From an optimization exercise on the open Yosys and OpenROAD flow, aimed at small area, a short achievable clock period and few clock cycles per item; shortcuts taken in it are not production practice.

==> flow/design.v <==
module rmt_wrapper #(
    parameter int unsigned C_S_AXIS_DATA_WIDTH  = 512,
    parameter int unsigned C_S_AXIS_TUSER_WIDTH = 128,
    parameter int unsigned C_M_AXIS_DATA_WIDTH  = 512,
    parameter int unsigned C_S_AXI_DATA_WIDTH   = 32,
    parameter int unsigned C_S_AXI_ADDR_WIDTH   = 12,
    parameter logic [31:0] C_BASEADDR           = 32'h80000000,
    parameter int unsigned PHV_ADDR_WIDTH       = 4
) (
    input  logic                              clk,
    input  logic                              aresetn,
    input  logic [C_S_AXIS_DATA_WIDTH-1:0]    s_axis_tdata,
    input  logic [C_S_AXIS_DATA_WIDTH/8-1:0]  s_axis_tkeep,
    input  logic [C_S_AXIS_TUSER_WIDTH-1:0]   s_axis_tuser,
    input  logic                              s_axis_tvalid,
    output logic                              s_axis_tready,
    input  logic                              s_axis_tlast,
    output logic [C_M_AXIS_DATA_WIDTH-1:0]    m_axis_tdata,
    output logic [C_M_AXIS_DATA_WIDTH/8-1:0]  m_axis_tkeep,
    output logic [C_S_AXIS_TUSER_WIDTH-1:0]   m_axis_tuser,
    output logic                              m_axis_tvalid,
    input  logic                              m_axis_tready,
    output logic                              m_axis_tlast
);
    localparam int unsigned DATA_W  = C_M_AXIS_DATA_WIDTH;
    localparam int unsigned KEEP_W  = DATA_W / 8;
    localparam int unsigned USER_W  = C_S_AXIS_TUSER_WIDTH;
    localparam int unsigned ENTRIES = 1 << PHV_ADDR_WIDTH;
    localparam int unsigned KEY_W   = 16;
    logic unused_c;
    assign unused_c = ^{C_S_AXI_DATA_WIDTH, C_S_AXI_ADDR_WIDTH, C_BASEADDR};
    function automatic logic [7:0] pkt_byte(input logic [DATA_W-1:0] d, input int unsigned n);
        pkt_byte = d[8*n +: 8];
    endfunction
    function automatic logic [15:0] be16(input logic [DATA_W-1:0] d, input int unsigned n);
        be16 = {pkt_byte(d, n), pkt_byte(d, n + 1)};
    endfunction
    function automatic logic [31:0] be32(input logic [DATA_W-1:0] d, input int unsigned n);
        be32 = {be16(d, n), be16(d, n + 2)};
    endfunction
    logic                  beat0_q, drop_q;
    logic [KEY_W-1:0]      tbl_key_q [ENTRIES];
    logic [2:0]            tbl_code_q [ENTRIES];
    logic                  m_valid_q;
    logic [DATA_W-1:0]     m_data_q;
    logic [KEEP_W-1:0]     m_keep_q;
    logic [USER_W-1:0]     m_user_q;
    logic                  m_last_q;
    logic                  s_ready_c, accept_c;
    logic                  is_udp_c, is_cfg_c, cfg_wr_c, drop_beat_c;
    logic [KEY_W-1:0]      data_key_c;
    logic [ENTRIES-1:0]    match_c;
    logic [2:0]            hit_code_c;
    logic [4:0]            act_c;
    logic [2:0]            wr_code_c;
    logic [7:0]            wr_op_c;
    assign s_ready_c     = !m_valid_q || m_axis_tready;
    assign accept_c      = s_axis_tvalid && s_ready_c;
    assign s_axis_tready = s_ready_c;
    always_comb begin
        is_udp_c   = (be16(s_axis_tdata, 12) == 16'h8100) &&
                     (be16(s_axis_tdata, 16) == 16'h0800) &&
                     (pkt_byte(s_axis_tdata, 27) == 8'h11);
        is_cfg_c   = is_udp_c && (be16(s_axis_tdata, 40) == 16'hF1F2);
        data_key_c = be16(s_axis_tdata, 46);
    end
    always_comb begin
        for (int i = 0; i < ENTRIES; i++)
            match_c[i] = (tbl_code_q[i] != 3'd0) && (tbl_key_q[i] == data_key_c);
        hit_code_c = 3'd0;
        for (int i = ENTRIES - 1; i >= 0; i--)
            if (match_c[i]) hit_code_c = tbl_code_q[i];
    end
    always_comb begin
        act_c = 5'd0;
        if (is_udp_c && s_axis_tkeep[59]) begin
            case (hit_code_c)
                3'd1: act_c = 5'b00001;
                3'd2: act_c = 5'b00010;
                3'd3: act_c = 5'b00100;
                3'd4: act_c = 5'b01000;
                3'd5: act_c = 5'b10000;
                default: act_c = 5'd0;
            endcase
        end
    end
    logic [31:0]       op_a, op_b, res;
    logic [DATA_W-1:0] mod_data_c;
    always_comb begin
        op_a = be32(s_axis_tdata, 48);
        op_b = be32(s_axis_tdata, 52);
        res  = ({32{act_c[0]}} & (op_a + op_b)) |
               ({32{act_c[1]}} & (op_a - op_b)) |
               ({32{act_c[2]}} & (op_a & op_b)) |
               ({32{act_c[3]}} & (op_a | op_b)) |
               ({32{act_c[4]}} & (op_a ^ op_b));
        mod_data_c = s_axis_tdata;
        if (beat0_q && act_c != 5'd0) begin
            for (int i = 0; i < 4; i++)
                mod_data_c[8*(56 + i) +: 8] = res[8*(3 - i) +: 8];
        end
    end
    always_comb begin
        drop_beat_c = beat0_q ? is_cfg_c : drop_q;
        cfg_wr_c    = accept_c && beat0_q && is_cfg_c;
        wr_op_c     = pkt_byte(s_axis_tdata, 49);
        if (!s_axis_tdata[8*50])
            wr_code_c = 3'd0;
        else if (wr_op_c >= 8'd1 && wr_op_c <= 8'd5)
            wr_code_c = wr_op_c[2:0];
        else
            wr_code_c = 3'd6;
    end
    always_ff @(posedge clk or posedge aresetn) begin
        if (aresetn) begin
            beat0_q   <= 1'b1;
            drop_q    <= 1'b0;
            m_valid_q <= 1'b0;
        end else if (s_ready_c) begin
            m_valid_q <= s_axis_tvalid && !drop_beat_c;
            if (s_axis_tvalid) begin
                beat0_q <= s_axis_tlast;
                drop_q  <= drop_beat_c && !s_axis_tlast;
            end
        end
    end
    always_ff @(posedge clk) begin
        if (s_ready_c) begin
            m_data_q <= mod_data_c;
            m_keep_q <= s_axis_tkeep;
            m_user_q <= s_axis_tuser;
            m_last_q <= s_axis_tlast;
        end
    end
    always_ff @(posedge clk or posedge aresetn) begin
        if (aresetn) begin
            for (int i = 0; i < ENTRIES; i++) tbl_code_q[i] <= 3'd0;
        end else if (cfg_wr_c) begin
            tbl_code_q[s_axis_tdata[8*46 +: PHV_ADDR_WIDTH]] <= wr_code_c;
        end
    end
    always_ff @(posedge clk) begin
        if (cfg_wr_c) tbl_key_q[s_axis_tdata[8*46 +: PHV_ADDR_WIDTH]] <= be16(s_axis_tdata, 47);
    end
    assign m_axis_tdata  = m_data_q;
    assign m_axis_tvalid = m_valid_q;
    assign m_axis_tkeep  = m_keep_q;
    assign m_axis_tuser  = m_user_q;
    assign m_axis_tlast  = m_last_q;
endmodule
clock: 8.5 ns
lec_check: 0
cap_margin: 20
core_area: 5 5 485 485
die_area: 0 0 490 490
slew_margin: 20
run.sh (not shown) runs the stock make flow with config.mk's settings and CLKGATE_MAP_FILE= SYNTH_SCRIPT=/design/flow/synth_recipe.tcl, a recipe that flattens the netlist after the stock synthesis.
Next try:
Settings changed: ABC_AREA from default to 1, ABC_CLOCK_PERIOD_IN_PS from default to 3000, CORE_AREA 5 5 485 485 to 5 5 325 325, DIE_AREA 0 0 490 490 to 0 0 330 330, SETUP_SLACK_MARGIN from default to 4.0.
=> Now the flow failed in 3_2_place_iop with PPL-0024; synthesized area goes down by 0.77%; synthesized cell count goes up by 12%.
Next try:
Settings changed: CORE_AREA 5 5 325 325 to 5 5 485 485, DIE_AREA 0 0 330 330 to 0 0 490 490.
This time the run completed without violations.
Synthesized area is unchanged.
Synthesized cell count is unchanged.
Next try:
Settings changed: ABC_AREA 1 to default, ABC_CLOCK_PERIOD_IN_PS 3000 to default, CORE_AREA 5 5 485 485 to 5 5 325 325, DIE_AREA 0 0 490 490 to 0 0 330 330, SETUP_SLACK_MARGIN 4.0 to default.
The new run did not get past 3_2_place_iop with PPL-0024.
Synthesized area rose by 0.78%.
Synthesized cell count fell by 10%.
No functional check of the RTL was part of any run of this note.

==> re-timing with driven ports <==
The flow's constraints put no driver on any port. The routed layouts listed below were extracted and timed again, unchanged, in two steps.
Step 1: set_driving_cell puts a clkbuf_16 on clk and a buf_2 on each other input, an assumption about the parent block.
Step 2, shift: input delay + t, output delay - t, t = (earliest + latest rising clock arrival at the registers) / 2. This alone moves slack from input paths to output paths.
Slacks: ideal ports / drivers / drivers and shift; pairs: ideal ports / drivers.
| run | t (ns) | setup WS [ns] | latest minus earliest clock arrival (ns) | worst slew at a driven data input, ns | pins driven straight from the clock port |
|---|---|---|---|---|---|
| the first run | 0.872 | 2.177 / 2.234 / 1.362 | 0.062 / 0.062 | 0.57 | 1 |
| the third run | 0.881 | 3.607 / 3.657 / 2.777 | 0.053 / 0.053 | 0.44 | 1 |
After both steps every run listed still meets setup and hold. The setup slack of the third run, which loses most, moves by +0.050 ns with the drivers and by -0.830 ns with both steps.
